Context: an optimization exercise on an open-source flow, tuned for small area and a short achievable clock period. The choices shown serve that exercise and are no tape-out recipe. The RTL was checked by simulation tests, not by an equivalence proof against the original design. Power figures rest on the tool's default switching activity, not on a simulated workload.

ember:
## riscv_trace_buffer
module riscv_trace_buffer #(
  parameter int XLEN       = 32,
  parameter int NUM_REGS   = 4,
  parameter int DEPTH      = 16,
  parameter int POST_DEPTH = 8
) (
  input  logic                     clk,
  input  logic                     reset,
  input  logic [XLEN-1:0]          pc_dbg,
  input  logic [XLEN-1:0]          instr_dbg,
  input  logic [NUM_REGS*XLEN-1:0] regs_dbg,
  input  logic                     arm,
  input  logic                     clear,
  input  logic                     mode,
  input  logic                     trig_en,
  input  logic [XLEN-1:0]          trig_pc,
  output logic                     busy,
  output logic                     triggered,
  output logic                     wrapped,
  output logic                     rd_valid,
  input  logic                     rd_ready,
  output logic [XLEN-1:0]          rd_pc,
  output logic [XLEN-1:0]          rd_instr,
  output logic [NUM_REGS*XLEN-1:0] rd_regs,
  output logic                     rd_last
);
For scale: about 4500 cells after synthesis, about 3100 flip-flops, roughly 430 I/O pins, roughly 100000 sq um of cells after synthesis.
export LEC_CHECK = 0
export CAP_MARGIN = 20
export CORE_MARGIN = 2
export CORE_UTILIZATION = 70
export CTS_CLUSTER_DIAMETER = 70
export CTS_CLUSTER_SIZE = 28
export SETUP_SLACK_MARGIN = 3.2
export SLEW_MARGIN = 20
create_clock -name core_clock -period 5.5 [get_ports {clk}]
standard.sh (not shown) runs the stock make flow with config.mk's settings and CLKGATE_MAP_FILE= SYNTH_SCRIPT=/design/flow/synth_recipe.tcl, a recipe that flattens the netlist after the stock synthesis.
==> flow/flow/run.sh <==
#!/bin/bash
# Own layout flow: the standard ORFS flow (standard.sh, unchanged synthesis), with the port
# buffers made from a plain buffer cell instead of the one buffer_ports picks on its own, and
# the resizer allowed to swap cells across footprints. Every port still gets its buffer.
set -euo pipefail
cd "$(dirname "$0")/.."
bash standard.sh \
  "BUFFER_PORTS_ARGS=-buffer_cell sky130_fd_sc_hd__buf_2" \
  MATCH_CELL_FOOTPRINT=0 \
  finish > flow_standard.log 2>&1
ember finished end to end and its layout was clean on timing, DRC and antenna.
### ember -> garnet
Settings: SETUP_SLACK_MARGIN: 3.2 -> 3.3; CORE_UTILIZATION: 70 -> 60; CTS_CLUSTER_DIAMETER: 70 -> 80; CTS_CLUSTER_SIZE: 28 -> 30.
Results
garnet: flow completed, timing, DRC and antenna clean. garnet against ember: net switching power +2.2%; global-route usage now sits lower. Taking ember as the reference, in garnet via-per-instance ratio now smaller, final critical-path required period higher, worst setup slack fell by 0.0038 ns. Going from ember to garnet, count of clock-buffer cells in the layout shrank by a few percent. The clock share of power in garnet was lower than what ember gave. Source of the critical timing path: triggered -> ember, busy -> garnet.
Input-level comparison between willow and garnet:
Settings: SETUP_SLACK_MARGIN now 3.2, was 3.3.
==> comparison <==
- Routed wire in willow totals less than in garnet.
- Post-place setup slack: garnet vs willow identical
- Going from garnet to willow, static power due to leakage shrinks by about 2.7%.
- Looking at garnet and willow, the final critical-path share of the clock period is a wash.
Modified inputs, maple compared to willow
Settings: putting ABC_AREA at 1 where nothing was set.
Findings:
maple ends up with a combinational share of power that is 4.9 points higher than in willow.
Sequential share of power came out lower on maple than on willow.
Die extent in y up about 1.2% in maple wrt willow
willow → maple: area growth from synthesis to layout now larger; share of the synthesized area in compound gates (AO/OA/AOI/OAI) now smaller; instance count after placement with tap cells included now larger.
In maple the area of placed instances turned out 2.5% higher than in willow.
Compared with willow, in maple core occupancy in the finished layout moved up, setup slack went down by 0.042 ns, final area increased about 6%.
Changes in raven relative to maple:
Settings: ABC_AREA: 1 -> unset; SETUP_SLACK_MARGIN: 3.2 -> 3.0.
==> flow/run.sh (new file) <==
#!/bin/bash
# synth_recipe.tcl (not shown) runs the flow's synth.tcl, then flattens the netlist and writes it again
# the make line also repeats each setting of config.mk as NAME=value (left out here)
make -C /OpenROAD-flow-scripts/flow DESIGN_CONFIG=/design/flow/config.mk WORK_HOME=/design/flow/orfs CLKGATE_MAP_FILE= SYNTH_SCRIPT=/design/flow/synth_recipe.tcl finish
removed: flow/flow/run.sh
removed: flow/standard.sh
## What came out
As of raven, power per cell area had fallen by a few percent compared to maple.
raven vs maple, cell at the slowest stage of the critical path: clkdlybuf4s50_1 vs dfrtp_1
After synthesis and placement, the instance count of raven is below that of maple.
maple → raven: total track usage went down 3.6 points, global placement routability congestion now sits lower, final cycle utilization of the critical path saw little to no change, maximum frequency picked up an extra 0.30%, relative contribution of sequential cells to total power rose 2.2 points.
Relative to maple, required time at the endpoint of the critical path increased by 1.79 ns in raven.
Modified inputs, xenon compared to raven
Settings: SETUP_SLACK_MARGIN changed from 3.0 to 3.4.
--- outcome ---
- Diff raven..xenon | synthesized cell count | unchanged
- Looking only at worst hold slack, and setting everything else aside, the lower value of raven and xenon goes to raven.
- Final setup skew of raven is on par with xenon.

========
## run 3
Another version of the RTL of riscv_trace_buffer (not shown whole).
Size: about 4700 cells after synthesis, roughly 430 I/O pins, ~0.10 mm^2 of cells after synthesis.
Settings: LEC_CHECK=0, CAP_MARGIN=20, CORE_MARGIN=2, CORE_UTILIZATION=70, CTS_CLUSTER_DIAMETER=70, CTS_CLUSTER_SIZE=28, SETUP_SLACK_MARGIN=3.0, SLEW_MARGIN=20; clock period 5.5 ns.
run.sh (not shown) runs the stock make flow with config.mk's settings and CLKGATE_MAP_FILE= SYNTH_SCRIPT=/design/flow/synth_recipe.tcl, a recipe that flattens the netlist after the stock synthesis.
Stock flow here: none of the scripts above is used.
Every stage of the flow completed for run 3, and the final layout passed the timing, design-rule and antenna checks.
Here is what was changed in the inputs of run 4 compared with run 3.
Settings: changing CORE_UTILIZATION from 70 to 60; changing CTS_CLUSTER_SIZE from 28 to 30; setting TNS_END_PERCENT to 10 for the first time; changing CTS_CLUSTER_DIAMETER from 70 to 80.
--- outcome ---
Going from run 3 to run 4, number of cells on the critical path up 6; worst supply voltage drop on vdd down 0.65%. Between run 4 and run 3, it is run 4 whose final period demand of the worst path is higher, by 0.14 ns. Run 4 vs run 3: half-perimeter wire length after detailed placement up slightly. Compared with run 3, run 4 shows a global-route usage that is 3.8 points lower. Run 3 leaves more setup margin than run 4. Against run 3, run 4 comes in 0.04 ns higher on clock latency at the later pin of the worst-skew pair. Comparing run 4 with run 3, the flip-flop and latch power came out essentially unchanged. Between run 3 and run 4, the difference in wire length is negligible. Highest achievable clock rate deteriorates in run 4 relative to run 3. Met2 demand-to-capacity share in global routing, run 3 and run 4: larger value in run 3.

========
riscv_trace_buffer with an RTL version that a note above also has.
For scale: roughly 4500 cells after synthesis, roughly 3100 flip-flops, roughly 430 I/O pins, roughly 100000 sq um of cells after synthesis.
export LEC_CHECK = 0
export CAP_MARGIN = 20
export CORE_MARGIN = 2
export CORE_UTILIZATION = 60
export CTS_CLUSTER_DIAMETER = 80
export CTS_CLUSTER_SIZE = 30
export GPL_ROUTABILITY_DRIVEN = 0
export SETUP_SLACK_MARGIN = 3.2
export SLEW_MARGIN = 20
create_clock -name core_clock -period 5.5 [get_ports {clk}]
standard.sh (not shown) runs the stock make flow with config.mk's settings and CLKGATE_MAP_FILE= SYNTH_SCRIPT=/design/flow/synth_recipe.tcl, a recipe that flattens the netlist after the stock synthesis.
==> flow/flow/run.sh <==
#!/bin/bash
# Own layout flow: the standard ORFS flow (standard.sh, unchanged synthesis), with the port
# buffers made from a plain buffer cell instead of the one buffer_ports picks on its own, and
# the resizer allowed to swap cells across footprints. Every port still gets its buffer.
set -euo pipefail
cd "$(dirname "$0")/.."
bash standard.sh \
  "BUFFER_PORTS_ARGS=-buffer_cell sky130_fd_sc_hd__buf_2" \
  MATCH_CELL_FOOTPRINT=0 \
  finish > flow_standard.log 2>&1
The baseline completed with no timing, DRC or antenna violations.
Change:
--- a/flow/flow/run.sh
+++ b/flow/flow/run.sh
@@ -7,3 +7,3 @@
 bash standard.sh \
-  "BUFFER_PORTS_ARGS=-buffer_cell sky130_fd_sc_hd__buf_2" \
+  "BUFFER_PORTS_ARGS=-buffer_cell sky130_fd_sc_hd__buf_1" \
   MATCH_CELL_FOOTPRINT=0 \
--- a/flow/config.mk
+++ b/flow/config.mk
@@ -12,3 +12,2 @@
 export CTS_CLUSTER_SIZE = 30
-export GPL_ROUTABILITY_DRIVEN = 0
 export SETUP_SLACK_MARGIN = 3.2
Result:
- The new run produced a clean layout
- first-iteration DRC count is higher slightly
- hold slack gets worse by 0.014 ns
- utilization is lower by 0.21 points
- cell count hardly moves
- critical path depth is higher by 7
- total power stays flat
- global-route usage is lower by 0.14 points
- wire length is lower by a few percent
- design area is lower slightly
Change:
--- a/flow/flow/run.sh
+++ b/flow/flow/run.sh
@@ -7,3 +7,3 @@
 bash standard.sh \
-  "BUFFER_PORTS_ARGS=-buffer_cell sky130_fd_sc_hd__buf_1" \
+  "BUFFER_PORTS_ARGS=-buffer_cell sky130_fd_sc_hd__buf_2" \
   MATCH_CELL_FOOTPRINT=0 \
--- a/flow/config.mk
+++ b/flow/config.mk
@@ -10,4 +10,4 @@
 export CORE_UTILIZATION = 60
-export CTS_CLUSTER_DIAMETER = 80
-export CTS_CLUSTER_SIZE = 30
+export CTS_CLUSTER_DIAMETER = 70
+export CTS_CLUSTER_SIZE = 25
 export SETUP_SLACK_MARGIN = 3.2
Design area rose by 0.83%; global-route usage rose by 0.58 points; total power rose by 0.69%; sequential power stays flat; setup slack got worse by 0.014 ns; via count rose by 0.52%; non-clock buffer count rose by 14.
Change:
--- a/flow/config.mk
+++ b/flow/config.mk
@@ -10,5 +10,5 @@
 export CORE_UTILIZATION = 60
-export CTS_CLUSTER_DIAMETER = 70
-export CTS_CLUSTER_SIZE = 25
-export SETUP_SLACK_MARGIN = 3.2
+export CTS_CLUSTER_DIAMETER = 80
+export CTS_CLUSTER_SIZE = 30
+export SETUP_SLACK_MARGIN = 3.1
 export SLEW_MARGIN = 20
Outcome: Clock power decreases by about 3%; clock skew decreases by 0.0064 ns; total power decreases by 1.2%; design area decreases by 1.5%; global-route usage decreases by 0.99 points; sequential power hardly moves; clock-buffer cell count decreases by 65.

separate check: timing with driven ports:
How much do the figures lean on ideal ports? The routed layouts below were timed once more, with nothing changed but the port constraints.
Step 1, drivers: a clkbuf_16 drives clk and a buf_2 each remaining input, both assumed.
Step 2 times the ports against the registers' clock, not the clock port: input delays grow and output delays shrink by t, the midpoint of the rising clock arrivals with the driver on.
Three values: no drivers, after step 1, after step 2; two values: the first two.
run	shift t [ns]	setup slack, ns	worst setup path at the end	slew at the worst register clock pin (ns)
ember	0.861	3.077 / 2.997 / 2.321	input to register	0.10 / 0.10
garnet	0.869	3.074 / 2.989 / 2.348	input to register	0.12 / 0.12
willow	0.869	3.075 / 2.989 / 2.348	input to register	0.11 / 0.11
maple	0.911	3.033 / 2.940 / 2.529	input to register	0.11 / 0.11
raven	0.900	3.040 / 2.972 / 2.203	input to register	0.11 / 0.11
xenon	0.913	3.044 / 2.953 / 2.259	input to register	0.12 / 0.12
run 3	0.871	2.972 / 2.889 / 2.169	input to register	0.10 / 0.10
run 4	0.899	2.832 / 2.780 / 1.972	input to register	0.11 / 0.11
the first run of note 3	0.869	3.075 / 2.989 / 2.348	input to register	0.11 / 0.11
the second run of note 3	0.868	3.081 / 3.001 / 2.273	input to register	0.11 / 0.11
the third run of note 3	0.893	3.067 / 2.983 / 2.314	input to register	0.10 / 0.10
the fourth run of note 3	0.863	3.073 / 2.988 / 2.318	input to register	0.12 / 0.12
After both steps setup and hold are still met in every run listed. For run 4, which loses most, drivers alone change the setup slack by -0.052 ns; drivers and shift together by -0.860 ns.
